From an optimization exercise on the open Yosys and OpenROAD flow, aimed at small area; shortcuts taken in it are not production practice. At most, simulation tests tie the RTL to the original design; equivalence was not proved.

Design wb_mult_top, start of the top module:
module wb_mult_top
(
    input  logic        clk,
    input  logic        rst,
    input  logic        wb_cyc_i,
    input  logic        wb_stb_i,
    input  logic        wb_we_i,
    input  logic [1:0]  wb_adr_i,
    input  logic [31:0] wb_dat_i,
    output logic [31:0] wb_dat_o,
    output logic        wb_ack_o
);
==> module wb_mult_top, before the edit <==
module wb_mult_top
(
    input  logic        clk,
    input  logic        rst,
    input  logic        wb_cyc_i,
    input  logic        wb_stb_i,
    input  logic        wb_we_i,
    input  logic [1:0]  wb_adr_i,
    input  logic [31:0] wb_dat_i,
    output logic [31:0] wb_dat_o,
    output logic        wb_ack_o
);
    localparam logic [2:0] IDLE = 3'b000;
    localparam logic [2:0] S1   = 3'b100;
    localparam logic [2:0] S2   = 3'b101;
    localparam logic [2:0] S3   = 3'b110;
    localparam logic [2:0] S4   = 3'b111;
    localparam logic [2:0] DONE = 3'b001;
    logic [2:0]  state;
    logic        ack_q;
    logic [31:0] op;
    logic [15:0] p_hi;       
    logic [15:0] p_lo;       
    logic [1:0]  bc_one;     
    logic [1:0]  bc_two;
    logic [1:0]  bc_neg;
    logic        busy;
    logic        req;
    logic        op_wr;
    logic        accept;
    logic        start;
    logic [4:0]  w_next;
    logic [17:0] r0;
    logic [17:0] r1;
    logic [19:0] s_row;
    logic [19:0] c_row;
    logic [19:0] sum;
    assign busy   = state[2] & ~(state[1] & state[0]);
    assign req    = wb_cyc_i & wb_stb_i;
    assign op_wr  = req & wb_we_i & (wb_adr_i == 2'd0);
    assign accept = req & ~ack_q & ~(op_wr & busy);
    assign start  = accept & op_wr;
    always_ff @(posedge clk) begin
        if (rst) begin
            state <= IDLE;
            ack_q <= 1'b0;
        end else begin
            ack_q <= accept;
            if (start) begin
                state <= S1;
            end else begin
                case (state)
                    S1:      state <= S2;
                    S2:      state <= S3;
                    S3:      state <= S4;
                    S4:      state <= DONE;
                    default: state <= state;
                endcase
            end
        end
    end
    always_ff @(posedge clk) begin
        if (start) begin
            op <= wb_dat_i;
        end
    end
    always_comb begin
        if (start) begin
            w_next = {wb_dat_i[20:17], 1'b0};
        end else begin
            case (state[1:0])
                2'd0:    w_next = op[24:20];
                2'd1:    w_next = op[28:24];
                default: w_next = {1'b0, op[31:28]};
            endcase
        end
    end
    always_ff @(posedge clk) begin
        for (int k = 0; k < 2; k++) begin
            bc_one[k] <= w_next[2*k+1] ^ w_next[2*k];
            bc_two[k] <= (w_next[2*k+2] & ~w_next[2*k+1] & ~w_next[2*k])
                       | (~w_next[2*k+2] & w_next[2*k+1] & w_next[2*k]);
            bc_neg[k] <= w_next[2*k+2];
        end
    end
    assign r0 = (({18{bc_one[0]}} & {2'b00, op[15:0]}) | ({18{bc_two[0]}} & {1'b0, op[15:0], 1'b0}))
              ^ {18{bc_neg[0]}};
    assign r1 = (({18{bc_one[1]}} & {2'b00, op[15:0]}) | ({18{bc_two[1]}} & {1'b0, op[15:0], 1'b0}))
              ^ {18{bc_neg[1]}};
    always_comb begin
        s_row = '0;
        c_row = '0;
        s_row[1:0] = p_hi[1:0];
        c_row[1:0] = r0[1:0];
        c_row[2]   = bc_neg[1];
        for (int i = 2; i <= 15; i++) begin
            s_row[i]   = p_hi[i] ^ r0[i] ^ r1[i-2];
            c_row[i+1] = (p_hi[i] & r0[i]) | (p_hi[i] & r1[i-2]) | (r0[i] & r1[i-2]);
        end
        s_row[16] = p_hi[15] ^ r0[16] ^ r1[14];
        c_row[17] = (p_hi[15] & r0[16]) | (p_hi[15] & r1[14]) | (r0[16] & r1[14]);
        s_row[17] = ~p_hi[15] ^ ~r0[17] ^ r1[15];
        c_row[18] = (~p_hi[15] & ~r0[17]) | (~p_hi[15] & r1[15]) | (~r0[17] & r1[15]);
        s_row[18] = ~r1[16];
        s_row[19] = ~r1[17];
        c_row[19] = r1[16];
    end
    assign sum = s_row + c_row + {19'd0, bc_neg[0]};
    always_ff @(posedge clk) begin
        if (start) begin
            p_hi <= {1'b0, wb_dat_i[15:1] & {15{wb_dat_i[16]}}};
        end else if (state[2]) begin
            p_hi <= sum[19:4];
        end
        if (state[2]) begin
            p_lo <= {sum[3:0], p_lo[15:4]};
        end
    end
    always_comb begin
        case (wb_adr_i)
            2'd0:    wb_dat_o = op;
            2'd1:    wb_dat_o = (state == DONE) ? {p_hi[14:0], p_lo, op[0] & op[16]} : 32'd0;
            2'd2:    wb_dat_o = {30'd0, state == DONE, state[2] & (state[1] | state[0])};
            default: wb_dat_o = 32'd0;
        endcase
    end
    assign wb_ack_o = ack_q;
endmodule
clock: 3.5 ns
lec_check: 0
cap_margin: 20
core_margin: 2
core_utilization: 65
cts_buf_list: sky130_fd_sc_hd__clkbuf_8
slew_margin: 20
standard.sh (not shown) runs the stock make flow with config.mk's settings and CLKGATE_MAP_FILE= SYNTH_SCRIPT=/design/flow/synth_recipe.tcl, a recipe that flattens the netlist after the stock synthesis.
==> flow/flow/run.sh <==
#!/bin/bash
# The standard layout, with the smallest buffer (buf_1) on every port
# instead of the one buffer_ports picks by default.
set -euo pipefail
export BUFFER_PORTS_ARGS="-buffer_cell sky130_fd_sc_hd__buf_1"
bash standard.sh > standard_flow.log 2>&1
Edit:
--- a/flow/design.v
+++ b/flow/design.v
@@ -105,7 +105,28 @@
         s_row[19] = ~r1[17];
         c_row[19] = r1[16];
     end
-    assign sum = s_row + c_row + {19'd0, bc_neg[0]};
+    always_comb begin
+        logic [19:0] pg;
+        logic [19:0] gg;
+        logic [19:0] pp;
+        pp = s_row ^ c_row;
+        gg = s_row & c_row;
+        pg = pp;
+        gg[0] = gg[0] | (pp[0] & bc_neg[0]);
+        for (int l = 0; l < 5; l++) begin
+            for (int j = (2 << l) - 1; j < 20; j += (2 << l)) begin
+                gg[j] = gg[j] | (pg[j] & gg[j - (1 << l)]);
+                pg[j] = pg[j] & pg[j - (1 << l)];
+            end
+        end
+        for (int l = 3; l >= 0; l--) begin
+            for (int j = 3 * (1 << l) - 1; j < 20; j += (2 << l)) begin
+                gg[j] = gg[j] | (pg[j] & gg[j - (1 << l)]);
+                pg[j] = pg[j] & pg[j - (1 << l)];
+            end
+        end
+        sum = pp ^ {gg[18:0], bc_neg[0]};
+    end
     always_ff @(posedge clk) begin
         if (start) begin
             p_hi <= {1'b0, wb_dat_i[15:1] & {15{wb_dat_i[16]}}};
The new run finished with negative setup slack left. Routed wire length rises slightly. Global-route usage rises by 0.97 points. Area after synthesis falls by a few percent. Non-clock buffer count rises by 31. Core utilization rises by 4.8 points.
Only the layout flow was run in the second run of this note; the RTL was not checked for function there.

==> static timing again, ports no longer ideal <==
The flow's constraints put no driver on any port. The routed layouts listed below were extracted and timed again, unchanged, in two steps.
Step 1 (the two cells are an assumption about what drives the block):
set clk [get_ports {clk}]
set_driving_cell -lib_cell sky130_fd_sc_hd__clkbuf_16 $clk
set_driving_cell -lib_cell sky130_fd_sc_hd__buf_2 [delete_from_list [all_inputs] $clk]
Step 2 adds t to the input delays and takes it off the output delays; t is the mean of the earliest and latest rising clock arrival at the registers after step 1. Input paths then give back, and output paths get back, about the clock's delay inside the block.
a / b / c = ideal ports / drivers / drivers and shift; a / b = the first two.
| run | shift t [ns] | setup slack, ns | worst setup path after step 2 | latest minus earliest clock arrival (ns) | worst register clock-pin slew, ns |
|---|---|---|---|---|---|
| the first run | 0.382 | 0.064 / 0.064 / 0.064 | register to register | 0.015 / 0.015 | 0.09 / 0.09 |
| the second run | 0.396 | -0.091 / -0.091 / -0.091 | register to register | 0.005 / 0.006 | 0.08 / 0.08 |
